What follows belongs to an exercise in optimizing a design on an open flow for small area, a short achievable clock period and few clock cycles per item; a production flow would make more cautious choices. At most, simulation tests tie the RTL to the original design; equivalence was not proved.

==> build 54 <==
Design rgb_luma_range_compress_top, start of the top module:
module rgb_luma_range_compress_top (
  input  wire logic        clk,
  input  wire logic        rst_n,
  input  wire logic        in_tvalid,
  output logic             in_tready,
  input  wire logic [23:0] in_tdata,
  output logic             out_tvalid,
  input  wire logic        out_tready,
  output logic [23:0]      out_tdata
);
export LEC_CHECK = 0
export CAP_MARGIN = 20
export CORE_MARGIN = 2
export CORE_UTILIZATION = 40
export CTS_BUF_LIST = sky130_fd_sc_hd__clkbuf_8 sky130_fd_sc_hd__clkbuf_4
export CTS_CLUSTER_DIAMETER = 80
export CTS_CLUSTER_SIZE = 40
export SLEW_MARGIN = 20
create_clock -name core_clock -period 7.0 [get_ports {clk}]
standard.sh (not shown) runs the stock make flow with config.mk's settings and CLKGATE_MAP_FILE= SYNTH_SCRIPT=/design/flow/synth_recipe.tcl, a recipe that flattens the netlist after the stock synthesis.
==> flow/flow/run.sh <==
#!/bin/bash
# Own layout flow: the standard ORFS flow (standard.sh) with three synthesis changes.
#  1. Yosys's "synth -run fine:" runs with -noabc, so the full adders that the RTL writes
#     through its function fa() reach extract_fa as written.
#  2. extract_fa only looks at the cells made from fa() (selected by their source line),
#     so the carry-propagate adders and the rest stay plain logic for ABC.
#  3. If flow/abc.script exists, ABC maps the logic with it instead of ORFS's script.
#  4. Half-adder cells are don't-use (dontuse.txt: the platform's list plus
#     sky130_fd_sc_hd__ha_*), so only full adders are extracted.
# Registers, their names and their cell types are those of the standard synthesis.
# make's output goes to make.log here; ORFS writes each step's log under orfs/logs.
set -euo pipefail
W=$PWD
LINE=$(grep -n 'function automatic logic \[1:0\] fa(' design.v | head -1 | cut -d: -f1)
{
  echo 'proc synth {args} {'
  echo '  if {[lsearch -exact $args "fine:"] >= 0} {'
  echo '    yosys synth -nofsm -noshare -noabc {*}$args'
  echo '  } else {'
  echo '    yosys synth -nofsm -noshare {*}$args'
  echo '  }'
  echo '}'
  if [[ -n "$LINE" ]]; then
    echo "proc extract_fa {args} { yosys extract_fa {*}\$args a:src=*design.v:$LINE.* }"
  fi
  if [[ -f flow/abc.script ]]; then
    # ABC runs flow/abc.script in place of the ORFS script (same arguments otherwise)
    echo "proc abc {args} { set i [lsearch -exact \$args -script]; if {\$i >= 0} { lset args [expr {\$i+1}] $W/flow/abc.script }; yosys abc {*}\$args }"
  fi
  tail -n +2 synth_recipe.tcl
} > my_synth.tcl
sed -e "s#SYNTH_SCRIPT=[^ ]*#SYNTH_SCRIPT=$W/my_synth.tcl#" standard.sh > my_standard.sh
DU="$(cat flow/dontuse.txt)"
EXTRA=()
if [[ -f flow/extra.mk ]]; then
  while read -r line; do [[ -n "$line" ]] && EXTRA+=("$line"); done < flow/extra.mk
fi
bash my_standard.sh "DONT_USE_CELLS=$DU" "${EXTRA[@]}" finish > make.log 2>&1
==> flow/flow/extra.mk <==
BUFFER_PORTS_ARGS=-buffer_cell sky130_fd_sc_hd__buf_1
Other scripts of this flow, unchanged in this note and not shown: flow/flow/abc.script, flow/flow/dontuse.txt
==> trial 59 (differences from build 54) <==
CTS_BUF_LIST = not set   (was sky130_fd_sc_hd__clkbuf_8 sky130_fd_sc_hd__clkbuf_4)
CTS_CLUSTER_DIAMETER = not set   (was 80)
CTS_CLUSTER_SIZE = not set   (was 40)
SETUP_SLACK_MARGIN = 3.0   (was not set)
removed: flow/flow/extra.mk
==> notes.md <==
	build 54	trial 59
Routed wirelength normalized by instance count	15.08 µm	15.86 µm
Amount of wire on met3 after detailed routing	767 µm	965 µm
Worst R2R Setup Slack	2240 ps	2630 ps
Result of the run	complete, no violations	complete, no violations
Area of placed instances	11530 µm²	12000 µm²
Final min period	4764 ps	4375 ps
Number of cells upsized or downsized after cts	0	44
Fin util	0.4270	0.4995
Largest net degree at the start of global routing	68	71
Final hold slack	420.5 ps	413.4 ps
Global Route met1 Usage	0.1995	0.2278
Share of cell area taken by flip-flops and latches	0.2672	0.2284
Invs w/o clock	52	53
Number of stages on the worst setup path	13	12
Detailed route wirelength on metal2	10.65 mm	12.25 mm
Global-route met2 utilization	0.2802	0.3080
Post-place setup slack	2218 ps	2159 ps
Testbench counts of build 54, summed over its fixed seeds: cycles 16,032, items 16,000.
Testbench counts of trial 59, summed over its fixed seeds: cycles 16,032, items 16,000.

* * *

==> trial 85 <==
Another version of the RTL of rgb_luma_range_compress_top (not shown whole).
clock: 7.0 ns
lec_check: 0
cap_margin: 20
core_margin: 2
core_utilization: 40
slew_margin: 20
==> flow/flow/run.sh <==
#!/bin/bash
# Own layout flow: the standard ORFS flow (standard.sh) with three synthesis changes.
#  1. Yosys's "synth -run fine:" runs with -noabc, so the full adders that the RTL writes
#     through its function fa() reach extract_fa as written.
#  2. extract_fa only looks at the cells made from fa() (selected by their source line),
#     so the carry-propagate adders and the rest stay plain logic for ABC.
#  3. Half-adder cells are don't-use (dontuse.txt: the platform's list plus
#     sky130_fd_sc_hd__ha_*), so only full adders are extracted.
# Registers, their names and their cell types are those of the standard synthesis.
# make's output goes to make.log here; ORFS writes each step's log under orfs/logs.
set -euo pipefail
W=$PWD
LINE=$(grep -n 'function automatic logic \[1:0\] fa(' design.v | head -1 | cut -d: -f1)
{
  echo 'proc synth {args} {'
  echo '  if {[lsearch -exact $args "fine:"] >= 0} {'
  echo '    yosys synth -nofsm -noshare -noabc {*}$args'
  echo '  } else {'
  echo '    yosys synth -nofsm -noshare {*}$args'
  echo '  }'
  echo '}'
  if [[ -n "$LINE" ]]; then
    echo "proc extract_fa {args} { yosys extract_fa {*}\$args a:src=*design.v:$LINE.* }"
  fi
  tail -n +2 synth_recipe.tcl
} > my_synth.tcl
sed -e "s#SYNTH_SCRIPT=[^ ]*#SYNTH_SCRIPT=$W/my_synth.tcl#" standard.sh > my_standard.sh
DU="$(cat flow/dontuse.txt)"
EXTRA=()
if [[ -f flow/extra.mk ]]; then
  while read -r line; do [[ -n "$line" ]] && EXTRA+=("$line"); done < flow/extra.mk
fi
bash my_standard.sh "DONT_USE_CELLS=$DU" "${EXTRA[@]}" finish > make.log 2>&1
Other scripts of this flow, unchanged in this note and not shown: flow/flow/dontuse.txt
==> inputs of trial 60, as changes to trial 85 <==
--- a/flow/config.mk
+++ b/flow/config.mk
@@ -10,2 +10,3 @@
 export CORE_UTILIZATION = 40
+export SETUP_SLACK_MARGIN = 1.0
 export SLEW_MARGIN = 20
==> impl_metrics.ini <==
[global_route]
grt_max_degree = 91

[finish]
area_growth_syn_to_layout_pct = 11.75
seq_share_pct = 29.16

[timing]
skew_ps = 12.93

[outcome]
status = no timing/DRC/antenna violations
[end of results for trial 85]
==> impl_metrics.ini <==
[finish]
seq_share_pct = 29.16
area_growth_syn_to_layout_pct = 11.79

[global_route]
grt_max_degree = 60

[logic_synthesis]
synth-edff-count = 128
syn-num-nets = 1190

[outcome]
status = no timing/DRC/antenna violations

[route]
drc_errors = 0

[timing]
skew_ps = 13.17
[end of results for trial 60]
No functional check of the RTL was part of any run of this note.

* * *

==> run H <==
RTL: one of the versions met above, not the one the previous note started from.
==> flow/config.mk <==
export PLATFORM = sky130hd
export DESIGN_NAME = rgb_luma_range_compress_top
export DESIGN_NICKNAME = rgb_luma_range_compress_top
export VERILOG_FILES = /design/flow/design.v
export SDC_FILE = /design/flow/constraint.sdc
export NUM_CORES = 4
export LEC_CHECK = 0
export CAP_MARGIN = 20
export CORE_MARGIN = 2
export CORE_UTILIZATION = 40
export SETUP_SLACK_MARGIN = 2.6
export SLEW_MARGIN = 20
export TNS_END_PERCENT = 40
==> flow/constraint.sdc <==
create_clock -name core_clock -period 7.0 [get_ports {clk}]
set_input_delay 1.4000 -clock core_clock [delete_from_list [all_inputs] [get_ports {clk}]]
set_output_delay 1.4000 -clock core_clock [all_outputs]
set_load 0.01 [all_outputs]
==> flow/flow/run.sh <==
#!/bin/bash
# Own layout flow: the standard ORFS flow (standard.sh) with three synthesis changes.
#  1. Yosys's "synth -run fine:" runs with -noabc, so the full adders that the RTL writes
#     through its function fa() reach extract_fa as written.
#  2. extract_fa only looks at the cells made from fa() (selected by their source line),
#     so the carry-propagate adders and the rest stay plain logic for ABC.
#  3. If flow/abc.script exists, ABC maps the logic with it instead of ORFS's script.
#  4. Half-adder cells are don't-use (dontuse.txt: the platform's list plus
#     sky130_fd_sc_hd__ha_*), so only full adders are extracted.
# Registers, their names and their cell types are those of the standard synthesis.
# make's output goes to make.log here; ORFS writes each step's log under orfs/logs.
set -euo pipefail
W=$PWD
LINE=$(grep -n 'function automatic logic \[1:0\] fa(' design.v | head -1 | cut -d: -f1)
{
  echo 'proc synth {args} {'
  echo '  if {[lsearch -exact $args "fine:"] >= 0} {'
  echo '    yosys synth -nofsm -noshare -noabc {*}$args'
  echo '  } else {'
  echo '    yosys synth -nofsm -noshare {*}$args'
  echo '  }'
  echo '}'
  if [[ -n "$LINE" ]]; then
    echo "proc extract_fa {args} { yosys extract_fa {*}\$args a:src=*design.v:$LINE.* }"
  fi
  if [[ -f flow/abc.script ]]; then
    # ABC runs flow/abc.script in place of the ORFS script (same arguments otherwise)
    echo "proc abc {args} { set i [lsearch -exact \$args -script]; if {\$i >= 0} { lset args [expr {\$i+1}] $W/flow/abc.script }; yosys abc {*}\$args }"
  fi
  tail -n +2 synth_recipe.tcl
} > my_synth.tcl
sed -e "s#SYNTH_SCRIPT=[^ ]*#SYNTH_SCRIPT=$W/my_synth.tcl#" standard.sh > my_standard.sh
DU="$(cat flow/dontuse.txt)"
EXTRA=()
if [[ -f flow/extra.mk ]]; then
  while read -r line; do [[ -n "$line" ]] && EXTRA+=("$line"); done < flow/extra.mk
fi
bash my_standard.sh "DONT_USE_CELLS=$DU" "${EXTRA[@]}" finish > make.log 2>&1
==> flow/flow/extra.mk <==
BUFFER_PORTS_ARGS=-buffer_cell sky130_fd_sc_hd__buf_1
Other scripts of this flow, unchanged in this note and not shown: flow/flow/abc.script, flow/flow/dontuse.txt
==> run Z (differences from run H) <==
==> flow/flow/extra.mk (replaced) <==
BUFFER_PORTS_ARGS=-buffer_cell sky130_fd_sc_hd__buf_1
RECOVER_POWER=100
- SETUP_SLACK_MARGIN: 2.6 -> 2.4
- TNS_END_PERCENT: 40 -> not set
==> run R (differences from run H) <==
- GPL_ROUTABILITY_DRIVEN: not set -> 0
- SETUP_SLACK_MARGIN: 2.6 -> 2.4
- TNS_END_PERCENT: 40 -> not set
==> run K (differences from run H) <==
- TNS_END_PERCENT: 40 -> not set
==> notes <==
Run K went through all stages and came out clean. Run Z reached the layout checks and failed them: capacitance limit, slew limit. Run H finished clean. Run R finished with timing, DRC and antenna clean.
Clock-buffer cell count is the same in run R and run Z.
Of run R and run Z, run R has the higher register-to-register slack (gap 0.58 ns).
Against run Z, the utilization of run H is higher by 0.80 points.
In flip-flop and latch count, run H and run Z do not differ.
Of run R and run H, run H has the higher global-route usage (gap 0.30 points).
Fmax: run H is lower than run R (0.61%).
Against run R, the non-clock buffer count of run K is higher by 22.
Testbench counts of run H, summed over its fixed seeds: cycles 16,032, items 16,000.
Testbench counts of run Z, summed over its fixed seeds: cycles 16,032, items 16,000.
Testbench counts of run R, summed over its fixed seeds: cycles 16,032, items 16,000.
Testbench counts of run K, summed over its fixed seeds: cycles 16,032, items 16,000.

## static timing again, ports no longer ideal
Ports are ideal in the flow. The routed layouts listed here were re-timed in OpenROAD.
Step 1, drivers: a clkbuf_16 drives clk and a buf_2 each remaining input, both assumed.
Step 2 times the ports against the registers' clock, not the clock port: input delays grow and output delays shrink by t, the midpoint of the rising clock arrivals with the driver on.
Slacks: no drivers / after step 1 / after step 2; pairs: no drivers / after step 1.
| run | t (ns) | slack for setup (ns) | clock arrival spread, ns | worst slew at a driven data input, ns | pins driven straight from the clock port |
|---|---|---|---|---|---|
| build 54 | 0.427 | 2.236 / 2.236 / 2.236 | 0.017 / 0.016 | 0.03 | 1 |
| trial 59 | 0.395 | 2.625 / 2.625 / 2.625 | 0.016 / 0.016 | 0.03 | 1 |
| trial 85 | 0.458 | 1.344 / 1.301 / 1.758 | 0.013 / 0.013 | 0.03 | 1 |
| trial 60 | 0.468 | 1.336 / 1.291 / 1.759 | 0.013 / 0.014 | 0.03 | 1 |
| run H | 0.393 | 2.560 / 2.560 / 2.560 | 0.011 / 0.010 | 0.03 | 1 |
| run Z | 0.392 | 2.011 / 2.011 / 1.652 | 0.011 / 0.011 | 0.03 | 1 |
| run R | 0.392 | 2.588 / 2.588 / 2.588 | 0.011 / 0.011 | 0.03 | 1 |
| run K | 0.391 | 2.663 / 2.663 / 2.663 | 0.016 / 0.016 | 0.03 | 1 |
For run Z, which loses most, drivers alone change the setup slack by 0.000 ns; drivers and shift together by -0.359 ns.
